Context: an optimization exercise on an open-source flow, tuned for small area. The choices shown serve that exercise and are no tape-out recipe. At most, simulation tests tie the RTL to the original design; equivalence was not proved. The RTL of runs 1 to 3 was laid out without a check of its function. The flow treats the clock pin as an ideal source, which a real chip does not have. No activity file was given, so power comes from the tool's default toggle rates.

### flow/flow/run.sh
#!/bin/bash
# The standard layout (the standard.sh, standard synthesis unchanged) with:
#  - port buffers of the smallest buffer cell,
#  - CTS without dummy loads, small leaf buffers in clusters of up to 14,
#  - after CTS, flow/clkfix.tcl sizes the clock tree for the clock-pin slew limit.
set -e
HERE=$(pwd)
export BUFFER_PORTS_ARGS="-buffer_cell sky130_fd_sc_hd__buf_1"
export CTS_ARGS="-sink_clustering_enable -repair_clock_nets -dont_use_dummy_load -buf_list sky130_fd_sc_hd__clkbuf_4 -sink_clustering_size 14 -sink_clustering_max_diameter 50"
export POST_CTS_TCL="$HERE/flow/clkfix.tcl"
bash standard.sh > standard.log 2>&1
### flow/flow/clkfix.tcl
# Clock tree sizing after CTS: upsize the buffers that drive other clock
# buffers, then upsize leaf buffers whose flip-flop clock pins see a slew
# over the target, and legalise the placement again.
proc clkfix_is_clkbuf {inst} {
  return [string match sky130_fd_sc_hd__clkbuf_* [get_property $inst ref_name]]
}
proc clkfix_next {m} {
  switch -- $m {
    sky130_fd_sc_hd__clkbuf_1 { return sky130_fd_sc_hd__clkbuf_2 }
    sky130_fd_sc_hd__clkbuf_2 { return sky130_fd_sc_hd__clkbuf_4 }
    sky130_fd_sc_hd__clkbuf_4 { return sky130_fd_sc_hd__clkbuf_8 }
    sky130_fd_sc_hd__clkbuf_8 { return sky130_fd_sc_hd__clkbuf_16 }
  }
  return ""
}
proc clkfix {tree_cell target_s} {
  set_propagated_clock [all_clocks]
  set n_tree 0
  foreach inst [get_cells *] {
    if {![clkfix_is_clkbuf $inst]} continue
    set net [get_nets -of_objects [get_pins -of_objects $inst -filter "direction==output"]]
    foreach p [get_pins -of_objects $net -filter "direction==input"] {
      if {[clkfix_is_clkbuf [get_cells -of_objects $p]]} {
        if {[get_property $inst ref_name] ne $tree_cell} { replace_cell $inst [get_lib_cells $tree_cell]; incr n_tree }
        break
      }
    }
  }
  puts "clkfix: resized $n_tree tree buffers to $tree_cell"
  for {set it 0} {$it < 4} {incr it} {
    estimate_parasitics -placement
    set bad {}
    foreach pin [all_registers -clock_pins -edge_triggered] {
      set w 0
      foreach p {slew_max_rise slew_max_fall} { set s [get_property $pin $p]; if {$s > $w} {set w $s} }
      if {$w > $target_s} {
        set net [get_nets -of_objects $pin]
        set drv [lindex [get_pins -of_objects $net -filter "direction==output"] 0]
        if {$drv ne ""} { dict set bad [get_full_name [get_cells -of_objects $drv]] 1 }
      }
    }
    set n 0
    foreach name [dict keys $bad] {
      set inst [get_cells $name]
      if {![clkfix_is_clkbuf $inst]} continue
      set nx [clkfix_next [get_property $inst ref_name]]
      if {$nx ne ""} { replace_cell $inst [get_lib_cells $nx]; incr n }
    }
    puts "clkfix: pass $it upsized $n leaf buffers"
    if {$n == 0} break
  }
  detailed_placement
  estimate_parasitics -placement
}

clkfix sky130_fd_sc_hd__clkbuf_8 0.095
### flow/standard.sh
#!/bin/bash
# synth_recipe.tcl (not shown) runs the flow's synth.tcl, then flattens the netlist and writes it again
# the make line also repeats each setting of config.mk as NAME=value (left out here)
make -C /OpenROAD-flow-scripts/flow DESIGN_CONFIG=/design/flow/config.mk WORK_HOME=/design/flow/orfs CLKGATE_MAP_FILE= SYNTH_SCRIPT=/design/flow/synth_recipe.tcl "${@:-finish}"
### flow/config.mk
export PLATFORM = sky130hd
export DESIGN_NAME = led_fade_pwm_ctrl
export DESIGN_NICKNAME = led_fade_pwm_ctrl
export VERILOG_FILES = /design/flow/design.v
export SDC_FILE = /design/flow/constraint.sdc
export NUM_CORES = 4
export LEC_CHECK = 0
export CAP_MARGIN = 20
export CORE_MARGIN = 2
export CORE_UTILIZATION = 60
export SLEW_MARGIN = 20
### flow/constraint.sdc
create_clock -name core_clock -period 8.0 [get_ports {clk_clk}]
set_input_delay 1.6000 -clock core_clock [delete_from_list [all_inputs] [get_ports {clk_clk}]]
set_output_delay 1.6000 -clock core_clock [all_outputs]
set_load 0.01 [all_outputs]
### flow/design.v
module led_fade_pwm_ctrl #(
  parameter int          NUM_LEDS         = 26,
  parameter int          PWM_BITS         = 8,
  parameter logic [31:0] FADE_DIV_DEFAULT = 32'd65535,
  parameter int          ADDR_W           = 5
) (
  input  logic                clk_clk,
  input  logic                rst_reset,
  input  logic [ADDR_W-1:0]   avalon_slave_address,
  input  logic                avalon_slave_write,
  input  logic [31:0]         avalon_slave_writedata,
  input  logic                avalon_slave_read,
  output logic [31:0]         avalon_slave_readdata,
  output logic [NUM_LEDS-1:0] leds
);
  logic                init;      
  logic                en;
  logic                mode;
  logic [31:0]         fade_div;
  logic [31:0]         presc;
  logic [PWM_BITS-1:0] pwm_cnt;
  logic [PWM_BITS-1:0] duty   [NUM_LEDS];
  logic [NUM_LEDS-1:0] dval;      
  logic [PWM_BITS-1:0] fade   [NUM_LEDS];
  logic [NUM_LEDS-1:0] act;       
  logic wr_ctrl, wr_trig, wr_fdiv, tick;
  logic [NUM_LEDS-1:0] duty_sel;
  logic [NUM_LEDS-1:0] led_next;
  logic [31:0]         rd_val;
  assign wr_ctrl = avalon_slave_write && (avalon_slave_address == 5'd0);
  assign wr_trig = avalon_slave_write && (avalon_slave_address == 5'd1);
  assign wr_fdiv = avalon_slave_write && (avalon_slave_address == 5'd2);
  assign tick    = (presc == 32'd0) && !wr_fdiv;
  always_comb
    for (int i = 0; i < NUM_LEDS; i++)
      duty_sel[i] = (avalon_slave_address == 5'(i + 4));
  always_comb
    for (int i = 0; i < NUM_LEDS; i++) begin
      logic [PWM_BITS-1:0] l;
      logic c;
      l = mode ? duty[i] : fade[i];
      c = 1'b0;
      for (int k = 0; k < PWM_BITS; k++)
        c = (l[k] & ~pwm_cnt[k]) | (c & (l[k] | ~pwm_cnt[k]));
      led_next[i] = en && !init && c && (mode ? dval[i] : act[i]);
    end
  always_comb begin
    rd_val = '0;
    case (avalon_slave_address)
      5'd0: rd_val[1:0] = {mode, en};
      5'd2: rd_val = fade_div;
      5'd3: rd_val[NUM_LEDS-1:0] = init ? '0 : act;
      default: ;
    endcase
    for (int i = 0; i < NUM_LEDS; i++)
      if (duty_sel[i] && dval[i] && !init) rd_val[PWM_BITS-1:0] = duty[i];
  end
  always_ff @(posedge clk_clk or posedge rst_reset) begin
    if (rst_reset) begin
      en       <= 1'b1;
      mode     <= 1'b0;
      fade_div <= FADE_DIV_DEFAULT;
      presc    <= '0;
      pwm_cnt  <= '0;
    end else begin
      pwm_cnt <= pwm_cnt + PWM_BITS'(1);
      if (wr_ctrl) begin
        en   <= avalon_slave_writedata[0];
        mode <= avalon_slave_writedata[1];
      end
      if (wr_fdiv) fade_div <= avalon_slave_writedata;
      if (wr_fdiv)   presc <= avalon_slave_writedata;
      else if (tick) presc <= fade_div;
      else           presc <= presc - 32'd1;
    end
  end
  always_ff @(posedge clk_clk or posedge rst_reset)
    if (rst_reset) init <= 1'b1;
    else           init <= 1'b0;
  always_ff @(posedge clk_clk)
    for (int i = 0; i < NUM_LEDS; i++) begin
      dval[i] <= (avalon_slave_write && duty_sel[i]) || (dval[i] && !init);
      act[i]  <= (wr_trig && avalon_slave_writedata[i]) ||
                 (act[i] && !init && !(tick && fade[i] == 8'd1));
    end
  logic [PWM_BITS-1:0] fade_nx [NUM_LEDS];
  always_comb
    for (int i = 0; i < NUM_LEDS; i++) begin
      logic lo;
      lo = 1'b0;
      for (int k = 0; k < PWM_BITS; k++) begin
        fade_nx[i][k] = (wr_trig && avalon_slave_writedata[i]) |
                        (fade[i][k] ^ (tick & ~lo));
        lo = lo | fade[i][k];
      end
    end
  always_ff @(posedge clk_clk) begin
    for (int i = 0; i < NUM_LEDS; i++) begin
      if (avalon_slave_write && duty_sel[i])
        duty[i] <= avalon_slave_writedata[PWM_BITS-1:0];
      fade[i] <= fade_nx[i];
    end
  end
  always_ff @(posedge clk_clk or posedge rst_reset) begin
    if (rst_reset) begin
      leds                  <= '0;
      avalon_slave_readdata <= '0;
    end else begin
      leds <= led_next;
      if (avalon_slave_read) avalon_slave_readdata <= rd_val;
    end
  end
endmodule
==> flow_summary.yaml, run 1 <==
placed_design:
  place_congestion: 0.947
  placed_area_sq_um: 30200
  hpwl_mm: 64.8
  dp.cells: 3506
  port_buffers: 98
timing:
  period_needed_ps: 5040
  max_freq_mhz: 199
  tightest_slew_ps: 1080
  setup_viol: 0
  min_period_over_period: 0.630
  hold_viol_final: 0
  setup_tns_ps: 0
  max_slew_margin: 0.259
  hold_ws_ps: 472
  rsz0062_at_grt: "false"
  maxSlewViolCount: 0
  finalClockSkew_ps: 46.1
synthesis:
  syn_area_per_cell_sq_um: 10.0
  syn-cell-area_sq_um: 29400
  ys_seq_area_frac: 0.504
  synth_cell_types: 85
  synth-edff-count: 208
  synth-seq-cells: 601
  synth_ff_type: "dfxtp_1"
  syn_nets: 2998
  ys_warn_count: 4
  synth_cells: 2929
  synth-async-reset-ratio: 0.221
grt:
  grt_max_degree: 103
  grt_pass1_vias: 23100
  grt_pass1_wl_mm: 142
  grt_usage: 0.372
  antenna_found_initial: 7
  grt_overflow: 0
pwr:
  switchingPower_uw: 1850
  p_per_area_nw_per_um2: 203
  p_int_uw: 4430
  clkPwrFrac: 0.257
  power_frac_comb: 0.156
  switching_share: 0.295
  p_seq_frac: 0.588
  leakage_uw: 0.0112
  vdd_drop_max_v: 0.000167
setup_path:
  critPathLaunchType: "input port"
  end_kind: "register"
  reg2regPathDepth: 8
  cp_max_fo: 78
  critical_path_class: "in -> reg"
  worstPathRequired_ps: 8600
  reg2reg_to: "leds[13]"
  rrSetupSlack_ps: 3720
  worstPathArrival_ps: 5640
  rr_startpoint: "mode"
floorplan:
  die_area_sq_um: 50800
  start_util: 0.604
  die_h_um: 225
  die-width_um: 225
  rows: 81
  core_sq_um: 48600
  num_io_pins: 99
route:
  vias_per_cell: 6.90
  dr.pass1.iters: 8
  drt-total-wl_mm: 95.2
  initialDrtViolationCount: 3182
  route.vias.total: 24600
  wl_per_cell_um: 26.7
  ant_nets: 0
  drc: 0
worst_hold_path:
  worstHoldPathCells: 2
  hold_class: "reg -> reg"
  hold_start: "fade_div[10]"
  worstHoldEndpoint: "fade_div[10]"
layout:
  stdcell_count: 3568
  design_area_sq_um: 31000
  syn_to_final_growth_pct: 5.31
  drive_gt1_frac: 0.0714
  nets: 3013
  final_util: 0.636
cts:
  clk_latency_ps: 720
  numClockSinks: 601
  clkSlewWorstSetupHoldPaths_ps: 80
  cts_tree: "yes"
status:
  status: "timing/DRC/antenna clean"
run:
  cap_violations: 0
-- sequential cells by signal, indices dropped and copies added (netlist names) --
name,flops
leds,26
mode,1
init,1
act,26
fade,208
avalon_slave_readdata,32
presc,32
en,1
pwm_cnt,8
fade_div,32
duty,208
dval,26
-- cells in the mapped netlist (28+ instances only) --
cell type / n / area share
inv_1: 65 / 0.0083
nand2_1: 406 / 0.052
nor2_1: 180 / 0.023
clkbuf_1: 144 / 0.018
o21ai_0: 138 / 0.023
or3_1: 33 / 0.0070
nor4_1: 45 / 0.0096
a31oi_1: 31 / 0.0066
o22ai_1: 67 / 0.014
a22oi_1: 70 / 0.018
dfrtp_1: 115 / 0.098
or4_1: 34 / 0.0087
xnor2_1: 103 / 0.031
nor3_1: 54 / 0.0092
xor2_1: 37 / 0.011
mux2i_1: 211 / 0.072
dfxtp_1: 260 / 0.18
ha_1: 28 / 0.012
and3_1: 29 / 0.0062
buf_2: 31 / 0.0053
edfxtp_1: 208 / 0.21
a21oi_1: 97 / 0.017
nand3_1: 84 / 0.014
-- per-stage QoR --
stage,setup WS (ps),power [uW]
final,2960,6280
after global placement,2580,4670
after detailed placement,2370,4710
after global routing,2720,6520
after floorplan,2880,4410
-- final cells by class --
type | count | area (sq um)
Multi-Input combinational cell | 2076 | 13600
Fill cell | 4030 | 17700
Timing Repair Buffer | 141 | 707
Inverter | 66 | 253
Antenna cell | 4 | 10.0
Sequential cell | 601 | 14800
Clock buffer | 58 | 748
Tap cell | 622 | 778
-- kinds of logic after synthesis --
logic type / share of synthesized area
AOI/OAI and AO/OA: 0.165
and+or+nand+nor: 0.161
buffers and inverters: 0.0336
DFF: 0.504
xor gates and xnor gates: 0.0417
other: 0.000128
muxes: 0.0738
adders and majority gates: 0.0204
-- placed cells by master, fill, tap and decap left out, drive strengths merged, types with 15 or more instances in the layout --
cell / netlist / routed
a2111oi: 24 / 24
a211o: 24 / 24
a21oi: 97 / 97
a22oi: 70 / 70
a31oi: 31 / 31
and3: 29 / 29
buf: 42 / 138
clkbuf: 144 / 61
dfrtp: 115 / 115
dfstp: 18 / 18
dfxtp: 260 / 260
edfxtp: 208 / 208
ha: 28 / 28
inv: 65 / 66
maj3: 25 / 25
mux2i: 211 / 211
nand2: 406 / 406
nand3: 84 / 84
nor2: 180 / 180
nor3: 54 / 54
nor4: 56 / 56
o211ai: 15 / 15
o21a: 22 / 22
o21ai: 138 / 138
o221a: 23 / 23
o22ai: 67 / 67
o311ai: 16 / 16
o31a: 19 / 19
o31ai: 19 / 19
o32a: 22 / 22
or2: 20 / 20
or3: 34 / 34
or4: 36 / 36
xnor2: 103 / 103
xor2: 37 / 37
-- power by group through the flow --
stage	clock [uW]	combinational, uW	sequential, uW
global placement	0	923	3740
detailed placement	0	962	3750
global route	1720	1080	3720
finish	1610	977	3690
floorplan	0	792	3620
-- worst max path at each step --
stage,start,to,slack (ps)
after floorplan,rst_reset,avalon_slave_readdata[0],2880
after global placement,avalon_slave_address[1],presc[25],2580
after detailed placement,avalon_slave_address[1],presc[28],2370
after global routing,avalon_slave_address[1],presc[28],2720
final,avalon_slave_address[1],presc[28],2960
-- worst max-delay path, stage by stage --
cell and delay (ps):
buf_1 60, buf_4 280, nor3b_1 530, and2_2 870, or3_4 310, or2_4 420
buf_4 800, nand2_1 360, o221ai_1 290
-- per-layer routing --
| layer | global-route usage | part of all wire | vias up |
|---|---|---|---|
| li1 | - | - | 10900 |
| met1 | 0.519 | 0.41 | 12000 |
| met2 | 0.564 | 0.44 | 1400 |
| met3 | 0.0752 | 0.11 | 275 |
| met4 | 0.161 | 0.043 | 10 |
| met5 | 0 | 0.00072 | - |
==> run 2: changes to the inputs <==
--- a/flow/design.v
+++ b/flow/design.v
@@ -31,5 +31,5 @@
   assign wr_trig = avalon_slave_write && (avalon_slave_address == 5'd1);
   assign wr_fdiv = avalon_slave_write && (avalon_slave_address == 5'd2);
-  assign tick    = (presc == 32'd0) && !wr_fdiv;
+  assign tick    = (init || presc == 32'd0) && !wr_fdiv;
   always_comb
     for (int i = 0; i < NUM_LEDS; i++)
@@ -61,5 +61,4 @@
       mode     <= 1'b0;
       fade_div <= FADE_DIV_DEFAULT;
-      presc    <= '0;
       pwm_cnt  <= '0;
     end else begin
@@ -70,7 +69,4 @@
       end
       if (wr_fdiv) fade_div <= avalon_slave_writedata;
-      if (wr_fdiv)   presc <= avalon_slave_writedata;
-      else if (tick) presc <= fade_div;
-      else           presc <= presc - 32'd1;
     end
   end
@@ -78,4 +74,9 @@
     if (rst_reset) init <= 1'b1;
     else           init <= 1'b0;
+  always_ff @(posedge clk_clk) begin
+    if (wr_fdiv)   presc <= avalon_slave_writedata;
+    else if (tick) presc <= fade_div;
+    else           presc <= presc - 32'd1;
+  end
   always_ff @(posedge clk_clk)
     for (int i = 0; i < NUM_LEDS; i++) begin
==> flow_summary.yaml, run 2 <==
status:
  status: "timing/DRC/antenna clean"
floorplan:
  start_util: 0.608
  rows: 81
  num_io_pins: 99
  die_area_sq_um: 51400
  core_sq_um: 49000
  die_h_um: 227
  die-width_um: 227
timing:
  finalClockSkew_ps: 40.5
  tightest_slew_ps: 1210
  rsz0062_at_grt: "false"
  setup_tns_ps: 0
  maxSlewViolCount: 0
  hold_viol_final: 0
  period_needed_ps: 4870
  max_slew_margin: 0.196
  setup_viol: 0
  min_period_over_period: 0.608
  max_freq_mhz: 205
route:
  vias_per_cell: 6.74
  drc: 0
  route.vias.total: 25300
  wl_per_cell_um: 25.9
  initialDrtViolationCount: 3113
  drt-total-wl_mm: 97.0
  dr.pass1.iters: 6
  ant_nets: 0
placed_design:
  dp.cells: 3689
  hpwl_mm: 65.3
  port_buffers: 98
  placed_area_sq_um: 30700
  place_congestion: 1.01
synthesis:
  synth-edff-count: 208
  synth_area_leaders: "edfxtp_1 21%, dfxtp_1 20%, dfrtp_1 7.0%"
  synth_ff_type: "dfxtp_1"
  synth_most_common_cell: "nand2_1"
  ys_seq_area_frac: 0.492
  syn_nets: 3117
  synth_cells: 3047
  syn_area_per_cell_sq_um: 9.76
  synth_top_cell_by_area: "edfxtp_1"
  syn-cell-area_sq_um: 29700
  synth-async-reset-ratio: 0.168
  ys_warn_count: 4
  synth-seq-cells: 601
  synth_top_cell_area_share: 0.210
  ys_top_cells_by_count: "397 x nand2_1, 292 x dfxtp_1, 244 x nor2_1"
  synth_cell_types: 80
setup_path:
  cp_max_fo: 45
  worstPathCellList: "clkbuf_2 > buf_4 > nor2b_1 > nand3_4 > nand2_2 > buf_4 > inv_2 > buf_4 > ha_1 > xnor2_1 > nand2_1"
  worstPathRequired_ps: 8550
  critPathMostFrequentCell: "buf_4"
  worstPathArrival_ps: 5420
  slowest_stage: "nor2b_1"
  crit_buf_inv: 5
  slowest_delay_ps: 590
  cp_top_family: "buffers and inverters"
  critPathLaunchType: "input port"
  end_kind: "register"
  rrSetupSlack_ps: 3810
  critical_path_class: "in -> reg"
pwr:
  power_frac_comb: 0.306
  vdd_drop_max_v: 0.000211
  clkPwrFrac: 0.177
  switching_share: 0.357
  switchingPower_uw: 3200
  p_per_area_nw_per_um2: 286
  leakage_uw: 0.0118
  p_seq_frac: 0.517
  p_int_uw: 5780
cts:
  numClockSinks: 601
  clk_latency_ps: 700
  cts_tree: "yes"
  clkSlewWorstSetupHoldPaths_ps: 80
layout:
  final_util: 0.643
  stdcell_count: 3749
  final_cell_mix: "396 x nand2_1, 292 x dfxtp_1, 242 x nor2_1, 208 x edfxtp_1, 203 x o21ai_0"
  final_common_cell: "nand2_1"
  syn_to_final_growth_pct: 5.78
  design_area_sq_um: 31500
  reg.largest.list: "duty x208, fade x208"
  antenna_cells: 0
  drive_gt1_frac: 0.0823
  nets: 3157
worst_hold_path:
  hold_class: "reg -> reg"
run:
  cap_violations: 0
grt:
  grt_overflow: 0
  grt_usage: 0.375
  antenna_found_initial: 2
  grt_pass1_wl_mm: 144
  grt_max_degree: 144
  grt_pass1_vias: 24000
[run 2: kinds of logic (layout without fill, tap and decap cells)]
kind of cell,count (synthesis),in the layout,share of synthesized area
fa+ha+maj,55,55,0.0210
xor+xnor,171,171,0.0504
flops,601,601,0.492
simple gates,1087,1087,0.173
buf+inv,211,249,0.0281
compound gates,684,684,0.152
mux,237,237,0.0831
other cells,1,1,0.000126
[run 2: path summary, 6_finish.rpt]
| kind | start | endpoint | cells after the start |
|---|---|---|---|
| setup reg to reg | presc[0] | fade[17][1] | 12 |
| setup / recovery | avalon_slave_address[1] | fade[17][1] | 11 |
| hold / removal | fade_div[0] | fade_div[0] | 2 |
| hold reg to reg | fade_div[0] | fade_div[0] | 2 |
| min in group asynchronous | rst_reset | leds[20] | 2 |
| max in group asynchronous | rst_reset | avalon_slave_readdata[12] | 3 |
[run 2: metrics by stage]
stage	total power (uW)	hold slack [ps]	setup slack, ps
after floorplan	6670	444	3780
after global placement	7230	455	2680
after detailed placement	7390	463	2530
after global routing	9520	500	2990
final	8980	474	3130
[run 2: cell type report]
type                       instances  area [sq um]
clock buffer                      60           744
multi-input combinational       2235         14300
tap                              664           831
sequential                       601         14700
fill                            4094         17500
timing repair buffer             140           697
inverter                          49           188
[run 2: layer usage]
| metal | vias up | GRT usage | share of wire |
|---|---|---|---|
| met5 | - | 0 | 0.00027 |
| met4 | 4 | 0.196 | 0.058 |
| met3 | 342 | 0.0715 | 0.093 |
| met2 | 1365 | 0.603 | 0.46 |
| met1 | 12300 | 0.482 | 0.39 |
| li1 | 11300 | - | - |
[run 2: worst min-delay path, stage by stage, from the launching register on]
cell     delay, ps
dfstp_2        380
nand2_1         50
nand2_1         50
[run 2: power by group through the flow]
stage               Sequential [uW]  Combinational [uW]  Clock, uW
floorplan                      4420                2250          0
global placement               4660                2570          0
detailed placement             4680                2710          0
global route                   4740                3080       1710
finish                         4650                2750       1590
==> run 3: changes to the inputs <==
==> flow/design.v (replaced) <==
module led_fade_pwm_ctrl #(
  parameter int          NUM_LEDS         = 26,
  parameter int          PWM_BITS         = 8,
  parameter logic [31:0] FADE_DIV_DEFAULT = 32'd65535,
  parameter int          ADDR_W           = 5
) (
  input  logic                clk_clk,
  input  logic                rst_reset,
  input  logic [ADDR_W-1:0]   avalon_slave_address,
  input  logic                avalon_slave_write,
  input  logic [31:0]         avalon_slave_writedata,
  input  logic                avalon_slave_read,
  output logic [31:0]         avalon_slave_readdata,
  output logic [NUM_LEDS-1:0] leds
);
  logic                init;
  logic                en;
  logic                mode;
  logic [31:0]         fade_div;
  logic [31:0]         presc;
  logic [PWM_BITS-1:0] pwm_cnt;
  logic [PWM_BITS-1:0] duty [NUM_LEDS];
  logic [NUM_LEDS-1:0] dval;
  logic [PWM_BITS-1:0] fade [NUM_LEDS];
  logic [NUM_LEDS-1:0] act;
  logic wr_ctrl, wr_trig, wr_fdiv, tick;
  logic [NUM_LEDS-1:0] duty_sel;
  logic [NUM_LEDS-1:0] trig;
  logic [NUM_LEDS-1:0] led_next;
  logic [31:0]         rd_next;
  assign wr_ctrl = avalon_slave_write && (avalon_slave_address == 5'd0);
  assign wr_trig = avalon_slave_write && (avalon_slave_address == 5'd1);
  assign wr_fdiv = avalon_slave_write && (avalon_slave_address == 5'd2);
  assign tick    = (init || presc == 32'd0) && !wr_fdiv;
  always_comb
    for (int i = 0; i < NUM_LEDS; i++) begin
      duty_sel[i] = (avalon_slave_address == 5'(i + 4));
      trig[i]     = wr_trig && avalon_slave_writedata[i];
    end
  always_comb
    for (int i = 0; i < NUM_LEDS; i++) begin
      logic [PWM_BITS-1:0] l;
      logic c;
      l = mode ? duty[i] : fade[i];
      c = 1'b0;
      for (int k = 0; k < PWM_BITS; k++)
        c = (l[k] & ~pwm_cnt[k]) | (c & (l[k] | ~pwm_cnt[k]));
      led_next[i] = en && !init && c && (mode ? dval[i] : act[i]);
    end
  always_comb begin
    logic rd, s_ctrl, s_fdiv, s_stat;
    rd     = avalon_slave_read;
    s_ctrl = rd && (avalon_slave_address == 5'd0);
    s_fdiv = rd && (avalon_slave_address == 5'd2);
    s_stat = rd && (avalon_slave_address == 5'd3) && !init;
    rd_next = ({32{!rd}} & avalon_slave_readdata) |
              ({32{s_fdiv}} & fade_div) |
              ({32{s_stat}} & {{(32-NUM_LEDS){1'b0}}, act}) |
              ({32{s_ctrl}} & {30'd0, mode, en});
    for (int i = 0; i < NUM_LEDS; i++)
      rd_next[PWM_BITS-1:0] = rd_next[PWM_BITS-1:0] |
        ({PWM_BITS{rd && duty_sel[i] && dval[i] && !init}} & duty[i]);
  end
  always_ff @(posedge clk_clk or posedge rst_reset) begin
    if (rst_reset) begin
      init                  <= 1'b1;
      en                    <= 1'b1;
      mode                  <= 1'b0;
      fade_div              <= FADE_DIV_DEFAULT;
      pwm_cnt               <= '0;
      leds                  <= '0;
      avalon_slave_readdata <= '0;
    end else begin
      init                  <= 1'b0;
      pwm_cnt               <= pwm_cnt + PWM_BITS'(1);
      leds                  <= led_next;
      avalon_slave_readdata <= rd_next;
      if (wr_ctrl) begin
        en   <= avalon_slave_writedata[0];
        mode <= avalon_slave_writedata[1];
      end
      if (wr_fdiv) fade_div <= avalon_slave_writedata;
    end
  end
  always_ff @(posedge clk_clk) begin
    if (wr_fdiv)   presc <= avalon_slave_writedata;
    else if (tick) presc <= fade_div;
    else           presc <= presc - 32'd1;
  end
  always_ff @(posedge clk_clk)
    for (int i = 0; i < NUM_LEDS; i++) begin
      logic lo;
      if (avalon_slave_write && duty_sel[i])
        duty[i] <= avalon_slave_writedata[PWM_BITS-1:0];
      lo = 1'b0;
      for (int k = 0; k < PWM_BITS; k++) begin
        fade[i][k] <= trig[i] | (fade[i][k] ^ (tick & ~lo));
        lo = lo | fade[i][k];
      end
      dval[i] <= (avalon_slave_write && duty_sel[i]) || (dval[i] && !init);
      act[i]  <= trig[i] || (act[i] && !init && !(tick && fade[i] == 8'd1));
    end
endmodule
==> flow/flow/run.sh (replaced) <==
#!/bin/bash
# Layout flow: the standard.sh (ORFS) with these changes:
#  - synthesis: the standard flow's synthesis script, but Yosys's abc pass maps the
#    combinational logic with flow/area.abc (area-oriented); see flow/synth.tcl,
#  - port buffers of the smallest buffer cell,
#  - CTS without dummy loads, small leaf buffers in clusters of up to 14,
#  - after CTS, flow/clkfix.tcl sizes the clock tree for the clock-pin slew limit.
# Each step's output goes to a log file of its own in this folder.
set -e
HERE=$(pwd)
export LFP_WORK="$HERE"
export LFP_ABC_SCRIPT="$HERE/flow/area.abc"
export BUFFER_PORTS_ARGS="-buffer_cell sky130_fd_sc_hd__buf_1"
export CTS_ARGS="-sink_clustering_enable -repair_clock_nets -dont_use_dummy_load -buf_list sky130_fd_sc_hd__clkbuf_4 -sink_clustering_size 14 -sink_clustering_max_diameter 50"
export POST_CTS_TCL="$HERE/flow/clkfix.tcl"
bash standard.sh SYNTH_SCRIPT="$HERE/flow/synth.tcl" synth > synth.log 2>&1
bash standard.sh > standard.log 2>&1
==> flow/flow/area.abc (new file) <==
strash
balance
rewrite
refactor
balance
rewrite
rewrite -z
balance
refactor -z
rewrite -z
balance
&get -n
&st
&dch -f
&nf -R 1000 -F 8 -A 8 -C 32
&put
topo
--- a/flow/flow/clkfix.tcl
+++ b/flow/flow/clkfix.tcl
@@ -54,3 +54,3 @@
 }
 
-clkfix sky130_fd_sc_hd__clkbuf_8 0.095
+clkfix sky130_fd_sc_hd__clkbuf_8 0.105
==> flow/flow/synth.tcl (new file) <==
# The standard flow's synthesis script (synth_recipe.tcl in the work folder), with one
# change: Yosys's abc pass runs flow/area.abc, an area-oriented mapping
# script, instead of ORFS's speed script. Everything before and after the
# mapping of the combinational logic, the registers included, is unchanged.
proc abc {args} {
  set i [lsearch -exact $args -script]
  if {$i >= 0} { lset args [expr {$i + 1}] $::env(LFP_ABC_SCRIPT) }
  puts "abc with script $::env(LFP_ABC_SCRIPT)"
  yosys abc {*}$args
}
source $::env(LFP_WORK)/synth_recipe.tcl
--- a/flow/config.mk
+++ b/flow/config.mk
@@ -6,6 +6,6 @@
 export NUM_CORES = 4
 export LEC_CHECK = 0
-export CAP_MARGIN = 20
+export CAP_MARGIN = 0
 export CORE_MARGIN = 2
-export CORE_UTILIZATION = 60
-export SLEW_MARGIN = 20
+export CORE_UTILIZATION = 75
+export SLEW_MARGIN = 0
==> flow_summary.yaml, run 3 <==
timing:
  hold_viol_final: 0
  maxSlewViolCount: 1
  max_slew_margin: -0.00829
  rsz0062_at_grt: "false"
  period_needed_ps: 5190
  min_period_over_period: 0.649
  max_freq_mhz: 193
  setup_viol: 0
  finalClockSkew_ps: 50.3
  tightest_slew_ps: 1470
  fin_ws_ps: 2810
  hold_ws_ps: 478
  setup_tns_ps: 0
floorplan:
  core_sq_um: 34700
  die-width_um: 192
  rows: 68
  die_h_um: 192
  start_util: 0.766
  die_area_sq_um: 37000
  num_io_pins: 99
grt:
  grt_usage: 0.470
  grt_pass1_vias: 22400
  antenna_found_initial: 3
  grt_overflow: 0
  grt_max_degree: 176
  grt_pass1_wl_mm: 130
layout:
  reg.largest.list: "duty x208, fade x208"
  syn_to_final_growth_pct: 7.61
  final_common_cell: "dfxtp_1"
  fill_cells: 2070
  drive_gt1_frac: 0.0521
  nets: 2702
  stdcell_count: 3089
  final_cell_mix: "292 x dfxtp_1, 273 x nand2_1, 208 x edfxtp_1, 200 x mux2i_1"
run:
  cap_violations: 1
placed_design:
  port_buffers: 98
  hpwl_mm: 58.0
  preCtsSetupSlack_ps: 2280
  place_congestion: 1.01
  dp.cells: 3033
pwr:
  leakage_uw: 0.0110
  p_per_area_nw_per_um2: 291
  vdd_drop_max_v: 0.000279
synthesis:
  synth_cell_types: 51
  synth_ff_type: "dfxtp_1"
  synth_area_leaders: "edfxtp_1 23%, dfxtp_1 22%, dfrtp_1 7.8%"
  ys_seq_area_frac: 0.550
  synth_top_cell_by_area: "edfxtp_1"
  ys_warn_count: 3
  synth_cells: 2438
  synth-async-reset-ratio: 0.168
  synth-edff-count: 208
  synth_top_cell_area_share: 0.235
  syn_nets: 2508
  synth-seq-cells: 601
  syn_area_per_cell_sq_um: 10.9
  ys_top_cells_by_count: "292 x dfxtp_1, 276 x nand2_1, 208 x edfxtp_1"
  synth_most_common_cell: "dfxtp_1"
  syn-cell-area_sq_um: 26600
cts:
  clkSlewWorstSetupHoldPaths_ps: 80
  numClockSinks: 601
  cts_tree: "yes"
  clk_latency_ps: 700
route:
  dr.pass1.iters: 10
  route.vias.total: 23700
  drt-total-wl_mm: 86.7
  ant_nets: 0
  drc: 0
  initialDrtViolationCount: 3733
  wl_per_cell_um: 28.1
  vias_per_cell: 7.69
status:
  status: "failed layout checks"
  so.violations: "capacitance limit"
setup_path:
  critPathLaunchType: "input port"
  cp_max_fo: 58
  worstPathRequired_ps: 8550
  end_kind: "register"
  critical_path_class: "in -> reg"
  worstPathArrival_ps: 5740
worst_hold_path:
  hold_class: "reg -> reg"
[run 3: changes by cell type in the layout (fill, tap and decap cells not counted), moves of 43 or more]
| cell | before | now |
|---|---|---|
| o21ai_0 | 203 | 133 |
| clkinv_1 | 0 | 58 |
| nand2_1 | 396 | 273 |
| nor2_1 | 242 | 92 |
| xor2_1 | 65 | 18 |
| mux2_2 | 79 | 0 |
| xnor2_1 | 106 | 46 |
| a22oi_1 | 53 | 110 |
| inv_1 | 43 | 0 |
[run 3: cells by family (layout without fill, tap and decap cells)]
kind of cell | after synthesis | count (layout) | share of synthesized area
other cells | 1 | 5 | 0.000141
compound gates | 674 | 674 | 0.179
fa+ha+maj | 29 | 29 | 0.0136
mux | 202 | 202 | 0.0761
buf+inv | 61 | 253 | 0.00861
xor+xnor | 64 | 64 | 0.0211
flops | 601 | 601 | 0.550
simple gates | 806 | 806 | 0.151
[run 3: stage by stage]
| stage | util | total power, uW | cell area (sq um) |
|---|---|---|---|
| 2_1_floorplan | - | 6170 | 26600 |
| 3_3_place_gp | 0.805 | 6560 | 27900 |
| 3_5_place_dp | 0.805 | 6750 | 27900 |
| 5_1_grt | 0.825 | 8720 | 28600 |
| 6_report | 0.825 | 8320 | 28600 |
[run 3: cell type report]
type	count	area [sq um]	share of cell area
multi-input combinational	1776	11800	0.412
clock buffer	52	684	0.0239
tap	455	569	0.0199
sequential	601	14700	0.512
timing repair buffer	140	697	0.0243
antenna	4	10.0	0.000350
inverter	61	231	0.00808
[run 3: per-layer routing]
metal  part of all wire  GRT usage
met2               0.43      0.711
met3               0.15      0.136
met5                  0          0
met1               0.35      0.606
met4              0.069      0.271
[run 3: worst paths after layout]
kind / startpoint / end / slack (ps) / cells past startpoint
max: avalon_slave_write / fade[19][7] / 2810 / 12
min: fade_div[14] / fade_div[14] / 480 / 2
max reg2reg: presc[28] / fade[19][7] / 3050 / 11
min reg2reg: fade_div[14] / fade_div[14] / 480 / 2
max in group asynchronous: rst_reset / mode / 5550 / 3
min in group asynchronous: rst_reset / avalon_slave_readdata[14] / 990 / 2
[run 3: critical path: stages]
cell,delay (ps)
buf_1,300
clkinv_1,340
nor2_1,190
nand2_2,90
buf_4,500
nand2_2,650
buf_4,460
or4_1,460
or2_0,310
or4_1,480
a21boi_0,210
o21ai_0,110
[run 3: report_power, final]
group	internal, uW	total, uW	leakage, uW	switching (uW)
combinational	1030	2200	0.00505	1170
sequential	3820	4600	0.00562	780
clock	553	1520	0.000361	966
total	5410	8320	0.0110	2910
==> run 4: changes to the inputs <==
--- a/flow/design.v
+++ b/flow/design.v
@@ -84,7 +84,12 @@
   end
   always_ff @(posedge clk_clk) begin
-    if (wr_fdiv)   presc <= avalon_slave_writedata;
-    else if (tick) presc <= fade_div;
-    else           presc <= presc - 32'd1;
+    logic lo;
+    lo = 1'b0;
+    for (int k = 0; k < 32; k++) begin
+      if (wr_fdiv)   presc[k] <= avalon_slave_writedata[k];
+      else if (tick) presc[k] <= fade_div[k];
+      else           presc[k] <= presc[k] ^ ~lo;
+      lo = lo | presc[k];
+    end
   end
   always_ff @(posedge clk_clk)
--- a/flow/config.mk
+++ b/flow/config.mk
@@ -6,6 +6,6 @@
 export NUM_CORES = 4
 export LEC_CHECK = 0
-export CAP_MARGIN = 0
+export CAP_MARGIN = 10
 export CORE_MARGIN = 2
-export CORE_UTILIZATION = 75
-export SLEW_MARGIN = 0
+export CORE_UTILIZATION = 65
+export SLEW_MARGIN = 10
==> flow_summary.yaml, run 4 <==
timing:
  max_slew_margin: 0.191
  max_freq_mhz: 157
  tightest_slew_ps: 1200
  setup_tns_ps: 0
  setup_viol: 0
  rsz0062_at_grt: "false"
  hold_viol_final: 0
  maxSlewViolCount: 0
  period_needed_ps: 6360
  min_period_over_period: 0.795
  finalClockSkew_ps: 60.8
  fin_ws_ps: 1640
layout:
  nets: 2686
  drive_gt1_frac: 0.0534
  final_common_cell: "nand2_1"
  stdcell_count: 3113
  final_util: 0.716
  syn_to_final_growth_pct: 8.14
  design_area_sq_um: 28600
  fill_cells: 3005
  reg.largest.list: "duty x208, fade x208"
  final_cell_mix: "302 x nand2_1, 292 x dfxtp_1, 208 x edfxtp_1, 202 x mux2i_1, 110 x o21ai_0"
setup_path:
  critPathLaunchType: "register"
  reg2regPathDepth: 34
  critical_path_class: "reg -> reg"
  rr_startpoint: "presc[0]"
  reg2reg_to: "presc[31]"
  slowest_stage: "dfxtp_1"
  worstPathArrival_ps: 6920
  end_kind: "register"
  rrSetupSlack_ps: 1640
  slowest_delay_ps: 340
  worstPathRequired_ps: 8560
  cp_max_fo: 2
  critPathMostFrequentCell: "ha_1"
synthesis:
  synth-seq-cells: 601
  ys_top_cells_by_count: "303 x nand2_1, 292 x dfxtp_1, 208 x edfxtp_1"
  syn-cell-area_sq_um: 26500
  synth_cells: 2389
  synth_top_cell_by_area: "edfxtp_1"
  ys_seq_area_frac: 0.553
  syn_nets: 2487
  synth-async-reset-ratio: 0.168
  syn_area_per_cell_sq_um: 11.1
  synth_most_common_cell: "nand2_1"
  synth-edff-count: 208
  synth_cell_types: 41
  ys_warn_count: 3
  synth_ff_type: "dfxtp_1"
  synth_top_cell_area_share: 0.236
  synth_area_leaders: "edfxtp_1 24%, dfxtp_1 22%, dfrtp_1 7.8%"
grt:
  grt_usage: 0.409
  antenna_found_initial: 3
  grt_pass1_vias: 21300
  grt_overflow: 0
  grt_pass1_wl_mm: 129
  grt_max_degree: 137
worst_hold_path:
  hold_class: "reg -> reg"
  worstHoldPathCells: 1
  worstHoldEndpoint: "dval[3]"
  hold_start: "dval[3]"
route:
  drt-total-wl_mm: 86.8
  route.vias.total: 22600
  vias_per_cell: 7.27
  drc: 0
  wl_per_cell_um: 27.9
  dr.pass1.iters: 8
  ant_nets: 0
  initialDrtViolationCount: 3228
placed_design:
  preCtsSetupSlack_ps: 1660
  port_buffers: 98
  place_congestion: 0.956
  placed_area_sq_um: 27900
  hpwl_mm: 58.5
  dp.cells: 3057
floorplan:
  core_sq_um: 40000
  num_io_pins: 99
  die_h_um: 206
  die-width_um: 206
  die_area_sq_um: 42400
  rows: 73
  start_util: 0.662
pwr:
  p_per_area_nw_per_um2: 292
  power_frac_comb: 0.266
  p_seq_frac: 0.549
  vdd_drop_max_v: 0.000225
  leakage_uw: 0.0110
  switchingPower_uw: 2890
  p_int_uw: 5490
  clkPwrFrac: 0.185
  switching_share: 0.345
cts:
  cts_tree: "yes"
  numClockSinks: 601
  clk_latency_ps: 700
  clkSlewWorstSetupHoldPaths_ps: 100
run:
  cap_violations: 0
status:
  status: "timing/DRC/antenna clean"
==> run 4: cells by family after synthesis <==
kind of cell	synth area share
xor gates and xnor gates	0.0192
adders and majority gates	0.0269
muxes	0.0772
buffers and inverters	0.0123
AOI/OAI and AO/OA	0.173
and+or+nand+nor	0.138
other	0.000142
DFF	0.553
==> run 4: worst max-delay path by stage <==
stage / startpoint / to / cells past startpoint
after global placement: presc[0] / presc[31] / 34
final: presc[0] / presc[31] / 34
after global routing: presc[0] / presc[31] / 34
after detailed placement: presc[0] / presc[31] / 34
after floorplan: avalon_slave_address[4] / fade[23][3] / 5
==> run 4: final cells by class <==
class | instances | area (sq um) | area share
Timing Repair Buffer | 143 | 718 | 0.0251
Antenna cell | 2 | 5.00 | 0.000175
Inverter | 87 | 329 | 0.0115
Tap cell | 525 | 657 | 0.0229
Clock buffer | 54 | 706 | 0.0246
Multi-Input combinational cell | 1701 | 11600 | 0.404
Sequential cell | 601 | 14700 | 0.512
==> run 4: critical path: cells and delay by family, from the launching register on <==
kind	cells	cell delay [ps]
flip-flops	1	340
XOR/XNOR	1	140
buffers and inverters	1	60
adder cells (fa/ha/maj)	30	5480
AO/OA/AOI/OAI	1	140
AND/OR/NAND/NOR	1	80
==> run 4: power groups by stage <==
| stage | clock (uW) | sequential [uW] | combinational [uW] |
|---|---|---|---|
| after global routing | 1650 | 4680 | 2490 |
| final | 1550 | 4600 | 2230 |
| after floorplan | 0 | 4460 | 1780 |
| after detailed placement | 0 | 4630 | 2190 |
| after global placement | 0 | 4600 | 2060 |
==> run 4: per-stage QoR <==
step	hold slack [ps]	total power [uW]
after floorplan	444	6240
after global placement	455	6660
after detailed placement	463	6820
after global routing	506	8820
final	484	8380
==> run 4: per-layer routing <==
metal,wire length (um),GRT usage,share of wire,vias up
met2,38300,0.623,0.44,1560
met4,4570,0.206,0.053,2
met1,32700,0.556,0.38,11000
li1,-,-,-,9779
met5,12,0,0.00014,-
met3,11100,0.0867,0.13,302
==> run 5: changes to the inputs <==
--- a/flow/config.mk
+++ b/flow/config.mk
@@ -8,4 +8,4 @@
 export CAP_MARGIN = 10
 export CORE_MARGIN = 2
-export CORE_UTILIZATION = 65
+export CORE_UTILIZATION = 75
 export SLEW_MARGIN = 10
==> flow_summary.yaml, run 5 <==
route:
  drc: 0
  dr.pass1.iters: 10
  drt-total-wl_mm: 85.5
  ant_nets: 0
  wl_per_cell_um: 28.1
  initialDrtViolationCount: 3594
  route.vias.total: 23000
  vias_per_cell: 7.57
floorplan:
  die-width_um: 192
  core_sq_um: 34600
  rows: 68
  start_util: 0.765
  num_io_pins: 99
  die_area_sq_um: 36800
  die_h_um: 192
synthesis:
  synth_top_cell_by_area: "edfxtp_1"
  ys_top_cells_by_count: "303 x nand2_1, 292 x dfxtp_1, 208 x edfxtp_1"
  synth_area_leaders: "edfxtp_1 24%, dfxtp_1 22%, dfrtp_1 7.8%"
  synth-async-reset-ratio: 0.168
  synth_cell_types: 41
  ys_seq_area_frac: 0.553
  syn-cell-area_sq_um: 26500
  syn_area_per_cell_sq_um: 11.1
  synth_top_cell_area_share: 0.236
  synth_cells: 2389
  synth_ff_type: "dfxtp_1"
  syn_nets: 2487
  synth_most_common_cell: "nand2_1"
  ys_warn_count: 3
  synth-seq-cells: 601
  synth-edff-count: 208
layout:
  nets: 2684
  final_common_cell: "nand2_1"
  fill_cells: 2080
  regArea_sq_um: 14700
  multi_input_area_sq_um: 11600
  drive_gt1_frac: 0.0515
  final_cell_mix: "302 x nand2_1, 292 x dfxtp_1, 208 x edfxtp_1, 202 x mux2i_1, 110 x o21ai_0"
  reg.largest.list: "duty x208, fade x208"
  syn_to_final_growth_pct: 7.69
  design_area_sq_um: 28500
timing:
  max_slew_margin: 0.153
  rsz0062_at_grt: "false"
  finalClockSkew_ps: 32.7
  tightest_slew_ps: 1270
  max_freq_mhz: 156
  setup_viol: 0
  period_needed_ps: 6430
  hold_viol_final: 0
  min_period_over_period: 0.803
  maxSlewViolCount: 0
  setup_tns_ps: 0
cts:
  clkSlewWorstSetupHoldPaths_ps: 90
  numClockSinks: 601
  cts_tree: "yes"
  clk_latency_ps: 690
pwr:
  p_per_area_nw_per_um2: 294
  leakage_uw: 0.0110
  fin_total_pwr_uw: 8390
  vdd_drop_max_v: 0.000284
worst_hold_path:
  hold_class: "reg -> reg"
  worstHoldPathCells: 2
  worstHoldEndpoint: "fade_div[1]"
  hold_start: "fade_div[1]"
status:
  status: "timing/DRC/antenna clean"
setup_path:
  critical_path_class: "reg -> reg"
  end_kind: "register"
  slowest_stage: "dfxtp_1"
  critPathMostFrequentCell: "ha_1"
  critPathLaunchType: "register"
  reg2reg_to: "presc[31]"
  rr_startpoint: "presc[0]"
  cp_max_fo: 2
  rrSetupSlack_ps: 1570
  slowest_delay_ps: 340
  worstPathRequired_ps: 8570
  reg2regPathDepth: 34
  worstPathArrival_ps: 6990
placed_design:
  port_buffers: 98
  place_congestion: 1.01
  hpwl_mm: 57.0
  placed_area_sq_um: 27800
grt:
  grt_pass1_vias: 21800
  grt_usage: 0.463
  antenna_found_initial: 3
  grt_overflow: 0
  grt_max_degree: 159
  grt_pass1_wl_mm: 127
run:
  cap_violations: 0
[run 5: cell count changes in the layout (fill, tap and decap cells not counted), sizes merged]
cell    before  now
clkbuf      54   52
[run 5: kinds of logic (layout without fill, tap and decap cells)]
family | count (synthesis) | in the layout | share of synthesized area
fa+ha+maj | 57 | 57 | 0.0269
other cells | 1 | 3 | 0.000142
buf+inv | 87 | 282 | 0.0123
simple gates | 753 | 753 | 0.138
compound gates | 628 | 628 | 0.173
mux | 204 | 204 | 0.0772
xor+xnor | 58 | 58 | 0.0192
flops | 601 | 601 | 0.553
[run 5: area by class of cell]
cell class	instances	share of cell area
Sequential cell	601	0.514
Multi-Input combinational cell	1701	0.405
Timing Repair Buffer	143	0.0252
Clock buffer	52	0.0242
Tap cell	455	0.0200
Inverter	87	0.0115
Antenna cell	2	0.000175
[run 5: stage by stage]
stage               setup WS (ps)  hold WS (ps)   util  instances
finish                       1570           493  0.824       3041
global route                 1320           514  0.824       3040
detailed placement           1620           470  0.804       2987
global placement             1830           457  0.804       2987
floorplan                    1350           444      -       2389
[run 5: worst max-delay path, delay by kind of cell (launching register included)]
family          cells  cell delay, ps
xor+xnor            1             140
buf+inv             1              70
compound gates      1             150
fa+ha+maj          30            5550
simple gates        1              70
flops               1             340
[run 5: worst max path at each step]
| stage | from | to | slack [ps] | cells past startpoint |
|---|---|---|---|---|
| floorplan | avalon_slave_address[4] | fade[23][3] | 1350 | 5 |
| global placement | presc[0] | presc[31] | 1830 | 34 |
| detailed placement | presc[0] | presc[31] | 1620 | 34 |
| global route | presc[0] | presc[31] | 1320 | 34 |
| finish | presc[0] | presc[31] | 1570 | 34 |
[run 5: power breakdown]
| group | internal (uW) | switching [uW] | total (uW) |
|---|---|---|---|
| Combinational | 1080 | 1170 | 2250 |
| Clock | 558 | 971 | 1530 |
| Sequential | 3840 | 769 | 4610 |
| Total | 5480 | 2910 | 8390 |
[run 5: per-layer routing]
metal  global-route usage  vias to the layer above  wire, um
met1                0.603                    10800     29600
met2                0.692                     1967     36600
li1                     -                     9769         -
met5                    0                        -         7
met3                0.129                      468     13200
met4                0.279                        2      6120
==> run 6: changes to the inputs <==
--- a/flow/design.v
+++ b/flow/design.v
@@ -95,11 +95,12 @@
   always_ff @(posedge clk_clk)
     for (int i = 0; i < NUM_LEDS; i++) begin
-      logic lo;
+      logic z, zn;
       if (avalon_slave_write && duty_sel[i])
         duty[i] <= avalon_slave_writedata[PWM_BITS-1:0];
-      lo = 1'b0;
+      z = tick;
       for (int k = 0; k < PWM_BITS; k++) begin
-        fade[i][k] <= trig[i] | (fade[i][k] ^ (tick & ~lo));
-        lo = lo | fade[i][k];
+        zn = z & ~fade[i][k];
+        fade[i][k] <= trig[i] | zn | (fade[i][k] & ~z);
+        z = zn;
       end
       dval[i] <= (avalon_slave_write && duty_sel[i]) || (dval[i] && !init);
==> flow_summary.yaml, run 6 <==
cts:
  clk_latency_ps: 660
  numClockSinks: 601
  cts_tree: "yes"
  clkSlewWorstSetupHoldPaths_ps: 90
placed_design:
  hpwl_mm: 57.0
  preCtsSetupSlack_ps: 1480
  port_buffers: 98
  place_congestion: 1.04
route:
  vias_per_cell: 7.69
  ant_nets: 0
  drc: 0
  initialDrtViolationCount: 3571
  wl_per_cell_um: 28.2
  drt-total-wl_mm: 84.8
  dr.pass1.iters: 10
  route.vias.total: 23100
synthesis:
  ys_warn_count: 3
  synth_area_leaders: "edfxtp_1 24%, dfxtp_1 22%, dfrtp_1 7.9%"
  synth_most_common_cell: "dfxtp_1"
  synth_cell_types: 43
  synth_ff_type: "dfxtp_1"
  synth_cells: 2361
  syn-cell-area_sq_um: 26300
  synth_top_cell_by_area: "edfxtp_1"
  ys_top_cells_by_count: "292 x dfxtp_1, 218 x nand2_1, 208 x edfxtp_1"
  synth-seq-cells: 601
  syn_area_per_cell_sq_um: 11.1
  synth-edff-count: 208
  synth-async-reset-ratio: 0.168
  ys_seq_area_frac: 0.556
  synth_top_cell_area_share: 0.237
  syn_nets: 2433
setup_path:
  reg2regPathDepth: 34
  end_kind: "register"
  worstPathArrival_ps: 7140
  cp_max_fo: 2
  slowest_stage: "dfxtp_1"
  critPathLaunchType: "register"
  critical_path_class: "reg -> reg"
  cp_top_family: "adder cells"
  critical_path_cell_count: 34
  worstPathRequired_ps: 8540
  critPathMostFrequentCell: "ha_1"
  slowest_delay_ps: 340
  crit_buf_inv: 1
timing:
  maxSlewViolCount: 0
  tightest_slew_ps: 1250
  hold_viol_final: 0
  max_freq_mhz: 152
  rsz0062_at_grt: "false"
  hold_ws_ps: 485
  setup_viol: 0
  period_needed_ps: 6590
  min_period_over_period: 0.824
  max_slew_margin: 0.160
  fin_ws_ps: 1410
  finalClockSkew_ps: 37.5
  setup_tns_ps: 0
floorplan:
  die_area_sq_um: 36600
  start_util: 0.762
  die-width_um: 191
  die_h_um: 191
  num_io_pins: 99
  rows: 68
  core_sq_um: 34500
pwr:
  power_frac_comb: 0.236
  switching_share: 0.334
  clkPwrFrac: 0.194
  fin_total_pwr_uw: 7740
  switchingPower_uw: 2580
  p_seq_frac: 0.569
  p_int_uw: 5160
  vdd_drop_max_v: 0.000286
  p_per_area_nw_per_um2: 274
  leakage_uw: 0.0109
layout:
  fill_cells: 2113
  final_cell_mix: "292 x dfxtp_1, 217 x nand2_1, 208 x edfxtp_1, 200 x mux2i_1, 192 x o21ai_0"
  reg.largest.list: "duty x208, fade x208"
  final_common_cell: "dfxtp_1"
  regArea_sq_um: 14700
  nets: 2619
  multi_input_area_sq_um: 11500
  drive_gt1_frac: 0.0468
  syn_to_final_growth_pct: 7.35
grt:
  grt_pass1_wl_mm: 126
  grt_pass1_vias: 21700
  grt_max_degree: 175
  grt_usage: 0.460
  grt_overflow: 0
  antenna_found_initial: 2
status:
  status: "timing/DRC/antenna clean"
worst_hold_path:
  hold_class: "reg -> reg"
  worstHoldPathCells: 2
run:
  cap_violations: 0
==> run 6: cell count changes after synthesis, moves of 14 or more <==
cell / previous run / this run
nand2_1: 303 / 218
o21ai_0: 111 / 193
nor3_1: 77 / 16
a21o_1: 47 / 100
xnor2_1: 48 / 3
or3_1: 34 / 75
nand3_1: 96 / 134
ha_1: 57 / 31
o31ai_1: 26 / 0
clkinv_1: 87 / 64
nor4b_1: 0 / 22
a221o_1: 41 / 21
and2_0: 1 / 16
a22oi_1: 101 / 115
==> run 6: worst min-delay path, cell delays in order (launching register included) <==
cell,delay (ps)
dfstp_2,390
nand2_1,50
nand2_1,40
==> run 6: path summary, 6_finish.rpt <==
| check | start | to | slack (ps) |
|---|---|---|---|
| setup reg to reg | presc[0] | presc[31] | 1410 |
| max in group asynchronous | rst_reset | mode | 5520 |
| setup / recovery | presc[0] | presc[31] | 1410 |
| hold / removal | fade_div[10] | fade_div[10] | 480 |
| min in group asynchronous | rst_reset | leds[3] | 1040 |
| hold reg to reg | fade_div[10] | fade_div[10] | 480 |
==> run 6: cell type report <==
cell class / count / area share
Sequential cell: 601 / 0.519
Tap cell: 455 / 0.0202
Timing Repair Buffer: 133 / 0.0228
Multi-Input combinational cell: 1696 / 0.405
Clock buffer: 51 / 0.0242
Antenna cell: 1 / 0.0000886
Inverter: 64 / 0.00859
==> run 6: stage by stage <==
step	instance area [sq um]	util	cells
after floorplan	26300	-	2361
after global placement	27600	0.798	2949
after detailed placement	27600	0.798	2949
after global routing	28200	0.818	3000
final	28200	0.818	3001
==> run 6: logic make-up (layout without fill, tap and decap cells) <==
kind of cell    count (synthesis)  in the layout  synth area share
compound gates                737            737             0.196
xor+xnor                       18             18           0.00599
fa+ha+maj                      31             31            0.0147
flops                         601            601             0.556
mux                           202            202            0.0769
buf+inv                        64            248           0.00913
simple gates                  707            707             0.140
other cells                     1              2          0.000143
==> run 6: power by group through the flow <==
stage / clock (uW) / sequential, uW / combinational (uW)
floorplan: 0 / 4280 / 1440
global placement: 0 / 4400 / 1660
detailed placement: 0 / 4430 / 1780
global route: 1600 / 4470 / 2020
finish: 1500 / 4410 / 1830
==> run 6: metal layers <==
| metal | up-vias | share of wire | global-route usage |
|---|---|---|---|
| met5 | - | 0 | 0 |
| met4 | 0 | 0.077 | 0.288 |
| met3 | 474 | 0.15 | 0.126 |
| met2 | 1941 | 0.43 | 0.693 |
| met1 | 10900 | 0.34 | 0.591 |
| li1 | 9791 | - | - |
==> run 7: changes to the inputs <==
--- a/flow/config.mk
+++ b/flow/config.mk
@@ -8,4 +8,4 @@
 export CAP_MARGIN = 10
 export CORE_MARGIN = 2
-export CORE_UTILIZATION = 75
+export CORE_UTILIZATION = 65
 export SLEW_MARGIN = 10
==> flow_summary.yaml, run 7 <==
route:
  dr.pass1.iters: 6
  initialDrtViolationCount: 3061
  wl_per_cell_um: 27.8
  vias_per_cell: 7.27
  route.vias.total: 22400
  drt-total-wl_mm: 85.7
  drc: 0
  ant_nets: 0
floorplan:
  rows: 73
  core_sq_um: 39800
  die_h_um: 205
  die_area_sq_um: 42100
  die-width_um: 205
  start_util: 0.661
  num_io_pins: 99
setup_path:
  critPathMostFrequentCell: "ha_1"
  worstPathArrival_ps: 6910
  cp_max_fo: 2
  end_kind: "register"
  critPathLaunchType: "register"
  critical_path_class: "reg -> reg"
  slowest_delay_ps: 340
  slowest_stage: "dfxtp_1"
  worstPathRequired_ps: 8560
timing:
  min_period_over_period: 0.794
  maxSlewViolCount: 0
  tightest_slew_ps: 1250
  max_freq_mhz: 157
  fin_ws_ps: 1650
  period_needed_ps: 6350
  finalClockSkew_ps: 51.7
  setup_viol: 0
  max_slew_margin: 0.167
  rsz0062_at_grt: "false"
  hold_viol_final: 0
  setup_tns_ps: 0
placed_design:
  hpwl_mm: 57.9
  place_congestion: 0.991
  port_buffers: 98
  preCtsSetupSlack_ps: 1670
grt:
  grt_pass1_vias: 20700
  grt_max_degree: 68
  grt_pass1_wl_mm: 127
  antenna_found_initial: 5
  grt_overflow: 0
  grt_usage: 0.405
layout:
  reg.largest.list: "duty x208, fade x208"
  drive_gt1_frac: 0.0490
  final_cell_mix: "292 x dfxtp_1, 217 x nand2_1, 208 x edfxtp_1, 200 x mux2i_1, 192 x o21ai_0"
  syn_to_final_growth_pct: 7.84
  final_common_cell: "dfxtp_1"
  nets: 2626
status:
  status: "timing/DRC/antenna clean"
synthesis:
  synth-seq-cells: 601
  synth_top_cell_area_share: 0.237
  ys_warn_count: 3
  synth_most_common_cell: "dfxtp_1"
  ys_top_cells_by_count: "292 x dfxtp_1, 218 x nand2_1, 208 x edfxtp_1"
  synth_ff_type: "dfxtp_1"
  syn-cell-area_sq_um: 26300
  synth-edff-count: 208
  synth_cells: 2361
  ys_seq_area_frac: 0.556
  syn_area_per_cell_sq_um: 11.1
  synth_area_leaders: "edfxtp_1 24%, dfxtp_1 22%, dfrtp_1 7.9%"
  synth_cell_types: 43
  syn_nets: 2433
  synth-async-reset-ratio: 0.168
  synth_top_cell_by_area: "edfxtp_1"
cts:
  clkSlewWorstSetupHoldPaths_ps: 90
  clk_latency_ps: 710
  numClockSinks: 601
  cts_tree: "yes"
pwr:
  leakage_uw: 0.0109
  switching_share: 0.333
  clkPwrFrac: 0.199
  p_seq_frac: 0.570
  switchingPower_uw: 2570
  vdd_drop_max_v: 0.000208
  p_per_area_nw_per_um2: 273
  p_int_uw: 5160
  power_frac_comb: 0.230
worst_hold_path:
  hold_class: "reg -> reg"
run:
  cap_violations: 0
[run 7: cell counts after synthesis]
Identical to the previous run, type by type.
[run 7: metal layers]
metal,vias to the layer above,GRT usage,routed length (um),part of all wire
met5,-,0,39,0.00045
met4,6,0.186,4350,0.051
li1,9824,-,-,-
met3,299,0.113,11300,0.13
met1,10800,0.540,32400,0.38
met2,1464,0.618,37700,0.44
[run 7: power groups by stage]
stage / clock network, uW / logic, uW / registers (uW)
6_report: 1540 / 1780 / 4410
5_1_grt: 1650 / 1980 / 4490
3_5_place_dp: 0 / 1760 / 4440
3_3_place_gp: 0 / 1660 / 4420
2_1_floorplan: 0 / 1440 / 4280
[run 7: area by class of cell]
type                            instances  area (sq um)
Inverter                               64           243
Multi-Input combinational cell       1696         11400
Fill cell                            2951         11400
Sequential cell                       601         14700
Tap cell                              525           657
Antenna cell                            2          5.00
Timing Repair Buffer                  138           668
Clock buffer                           53           698
[run 7: cell families (layout without fill, tap and decap cells)]
| family | after synthesis | in the layout | synth area share |
|---|---|---|---|
| AOI/OAI and AO/OA | 737 | 737 | 0.196 |
| xor gates and xnor gates | 18 | 18 | 0.00599 |
| adders and majority gates | 31 | 31 | 0.0147 |
| buffers and inverters | 64 | 255 | 0.00913 |
| DFF | 601 | 601 | 0.556 |
| muxes | 202 | 202 | 0.0769 |
| other | 1 | 3 | 0.000143 |
| and+or+nand+nor | 707 | 707 | 0.140 |
[run 7: final timing paths]
kind                              start                   endpoint  depth (start not counted)  slack (ps)
max in group asynchronous     rst_reset  avalon_slave_readdata[22]                          3        5650
setup / recovery               presc[0]                  presc[31]                         34        1650
min in group asynchronous     rst_reset  avalon_slave_readdata[16]                          2        1010
hold / removal             fade_div[10]               fade_div[10]                          2         480
setup reg to reg               presc[0]                  presc[31]                         34        1650
hold reg to reg            fade_div[10]               fade_div[10]                          2         480
[run 7: stage by stage]
| stage | util | hold WS [ps] | power [uW] | std cells | area (sq um) |
|---|---|---|---|---|---|
| 5_1_grt | 0.713 | 492 | 8120 | 3079 | 28400 |
| 2_1_floorplan | - | 444 | 5720 | 2361 | 26300 |
| 6_report | 0.713 | 477 | 7740 | 3079 | 28400 |
| 3_3_place_gp | 0.695 | 456 | 6080 | 3024 | 27700 |
| 3_5_place_dp | 0.695 | 462 | 6200 | 3024 | 27700 |
[run 7: critical path: cells and delay by family, from the launching register on]
kind | cells | cell delay, ps
buffers and inverters | 1 | 60
AOI/OAI and AO/OA | 1 | 150
xor gates and xnor gates | 1 | 140
adders and majority gates | 30 | 5460
and+or+nand+nor | 1 | 70
DFF | 1 | 340
==> run 8: changes to the inputs <==
--- a/flow/flow/clkfix.tcl
+++ b/flow/flow/clkfix.tcl
@@ -54,3 +54,3 @@
 }
 
-clkfix sky130_fd_sc_hd__clkbuf_8 0.105
+clkfix sky130_fd_sc_hd__clkbuf_8 0.112
==> flow_summary.yaml, run 8 <==
synthesis:
  synth-edff-count: 208
  ys_seq_area_frac: 0.556
  synth_area_leaders: "edfxtp_1 24%, dfxtp_1 22%, dfrtp_1 7.9%"
  synth_cell_types: 43
  ys_top_cells_by_count: "292 x dfxtp_1, 218 x nand2_1, 208 x edfxtp_1"
  syn-cell-area_sq_um: 26300
  synth_ff_type: "dfxtp_1"
  syn_area_per_cell_sq_um: 11.1
  syn_nets: 2433
  synth_cells: 2361
  ys_warn_count: 3
  synth_top_cell_by_area: "edfxtp_1"
  synth_most_common_cell: "dfxtp_1"
  synth-async-reset-ratio: 0.168
  synth_top_cell_area_share: 0.237
  synth-seq-cells: 601
placed_design:
  place_congestion: 0.991
  hpwl_mm: 57.9
  port_buffers: 98
  placed_area_sq_um: 27700
layout:
  syn_to_final_growth_pct: 7.76
  fill_cells: 2954
  final_util: 0.712
  nets: 2626
  final_cell_mix: "292 x dfxtp_1, 217 x nand2_1, 208 x edfxtp_1, 200 x mux2i_1, 192 x o21ai_0"
  final_common_cell: "dfxtp_1"
  reg.largest.list: "duty x208, fade x208"
  design_area_sq_um: 28400
  drive_gt1_frac: 0.0490
grt:
  grt_usage: 0.405
  antenna_found_initial: 4
  grt_pass1_wl_mm: 127
  grt_pass1_vias: 20700
  grt_max_degree: 68
  grt_overflow: 0
floorplan:
  rows: 73
  start_util: 0.661
  core_sq_um: 39800
  die_h_um: 205
  die_area_sq_um: 42100
  die-width_um: 205
  num_io_pins: 99
pwr:
  vdd_drop_max_v: 0.000209
  leakage_uw: 0.0109
  p_per_area_nw_per_um2: 272
cts:
  clkSlewWorstSetupHoldPaths_ps: 90
  numClockSinks: 601
  cts_tree: "yes"
  clk_latency_ps: 710
route:
  initialDrtViolationCount: 3253
  ant_nets: 0
  vias_per_cell: 7.28
  drt-total-wl_mm: 85.8
  wl_per_cell_um: 27.9
  drc: 0
  dr.pass1.iters: 7
  route.vias.total: 22400
setup_path:
  slowest_stage: "dfxtp_1"
  critical_path_class: "reg -> reg"
  worstPathRequired_ps: 8560
  critPathMostFrequentCell: "ha_1"
  crit_buf_inv: 1
  worstPathArrival_ps: 6920
  critPathLaunchType: "register"
  cp_top_family: "adder cells"
  slowest_delay_ps: 340
  cp_max_fo: 2
  end_kind: "register"
timing:
  tightest_slew_ps: 1230
  max_slew_margin: 0.182
  maxSlewViolCount: 0
  min_period_over_period: 0.795
  setup_viol: 0
  setup_tns_ps: 0
  hold_viol_final: 0
  period_needed_ps: 6360
  finalClockSkew_ps: 54.7
  rsz0062_at_grt: "false"
  max_freq_mhz: 157
status:
  status: "timing/DRC/antenna clean"
run:
  cap_violations: 0
worst_hold_path:
  hold_class: "reg -> reg"
[run 8: cell types whose count changed in the layout (fill, tap and decap cells not counted)]
cell and delta:
clkbuf_4 +3, clkbuf_8 -3
[run 8: power breakdown]
part           total (uW)  switching, uW  internal, uW
sequential           4410            675          3740
clock                1520            973           547
combinational        1780            922           863
[run 8: logic make-up (layout without fill, tap and decap cells)]
logic type / count (synthesis) / in the layout / synth area share
other cells: 1 / 3 / 0.000143
flops: 601 / 601 / 0.556
buf+inv: 64 / 255 / 0.00913
compound gates: 737 / 737 / 0.196
xor+xnor: 18 / 18 / 0.00599
fa+ha+maj: 31 / 31 / 0.0147
mux: 202 / 202 / 0.0769
simple gates: 707 / 707 / 0.140
[run 8: path summary, 6_finish.rpt]
kind	slack [ps]	cells after the start	from	end
worst max register to register	1640	34	presc[0]	presc[31]
worst min register to register	480	2	fade_div[10]	fade_div[10]
min in group asynchronous	1010	2	rst_reset	avalon_slave_readdata[16]
max in group asynchronous	5670	3	rst_reset	avalon_slave_readdata[10]
worst min-delay path	480	2	fade_div[10]	fade_div[10]
worst max-delay path	1640	34	presc[0]	presc[31]
[run 8: layout make-up]
cell class,count,area [sq um],area share
repair buffers,138,668,0.0236
clock buffers,53,679,0.0240
multi-input cells,1696,11400,0.404
inverters,64,243,0.00856
flip-flops and latches,601,14700,0.517
well taps,525,657,0.0232
diodes,2,5.00,0.000176
[run 8: worst min-delay path, stage by stage, from the launching register on]
cell and delay (ps):
dfstp_2 390, nand2_1 50, nand2_1 50
[run 8: per-stage QoR]
| step | power, uW | hold WS, ps | worst slack, ps | cells |
|---|---|---|---|---|
| after floorplan | 5720 | 444 | 526 | 2361 |
| after global placement | 6080 | 456 | 1770 | 3024 |
| after detailed placement | 6200 | 462 | 1670 | 3024 |
| after global routing | 8100 | 492 | 1240 | 3079 |
| final | 7720 | 476 | 1640 | 3079 |
[run 8: layer usage]
| metal | track usage | up-vias | routed length [um] |
|---|---|---|---|
| li1 | - | 9832 | - |
| met1 | 0.542 | 10900 | 32900 |
| met2 | 0.619 | 1426 | 37700 |
| met3 | 0.108 | 288 | 10800 |
| met4 | 0.182 | 4 | 4310 |
| met5 | 0 | - | 25 |

## static timing again, ports no longer ideal
How much do the figures lean on ideal ports? The routed layouts below were timed once more, with nothing changed but the port constraints.
Step 1 sets driving cells, clkbuf_16 on the clock port and buf_2 on the other inputs (assumed; they add their load-dependent delay and slew).
Step 2, shift: input delay + t, output delay - t, t = (earliest + latest rising clock arrival at the registers) / 2. This alone moves slack from input paths to output paths.
Slacks: ideal / step 1 / step 2; pairs: ideal / step 1.
| run | t (ns) | slack for setup (ns) | worst hold slack (ns) | worst slew at a driven data input, ns |
|---|---|---|---|---|
| run 1 | 0.759 | 2.964 / 2.994 / 2.235 | 0.472 / 0.472 / 0.472 | 0.08 |
| run 2 | 0.742 | 3.134 / 3.153 / 2.411 | 0.474 / 0.474 / 0.474 | 0.08 |
| run 3 | 0.728 | 2.806 / 2.819 / 2.090 | 0.478 / 0.478 / 0.478 | 0.08 |
| run 4 | 0.728 | 1.637 / 1.637 / 1.637 | 0.484 / 0.484 / 0.484 | 0.08 |
| run 5 | 0.726 | 1.574 / 1.574 / 1.574 | 0.493 / 0.493 / 0.493 | 0.08 |
| run 6 | 0.696 | 1.408 / 1.408 / 1.408 | 0.485 / 0.485 / 0.485 | 0.07 |
| run 7 | 0.736 | 1.649 / 1.649 / 1.649 | 0.477 / 0.477 / 0.477 | 0.09 |
| run 8 | 0.734 | 1.638 / 1.638 / 1.638 | 0.476 / 0.476 / 0.476 | 0.08 |
The setup slack of run 1, which loses most, moves by +0.030 ns with the drivers and by -0.729 ns with both steps.
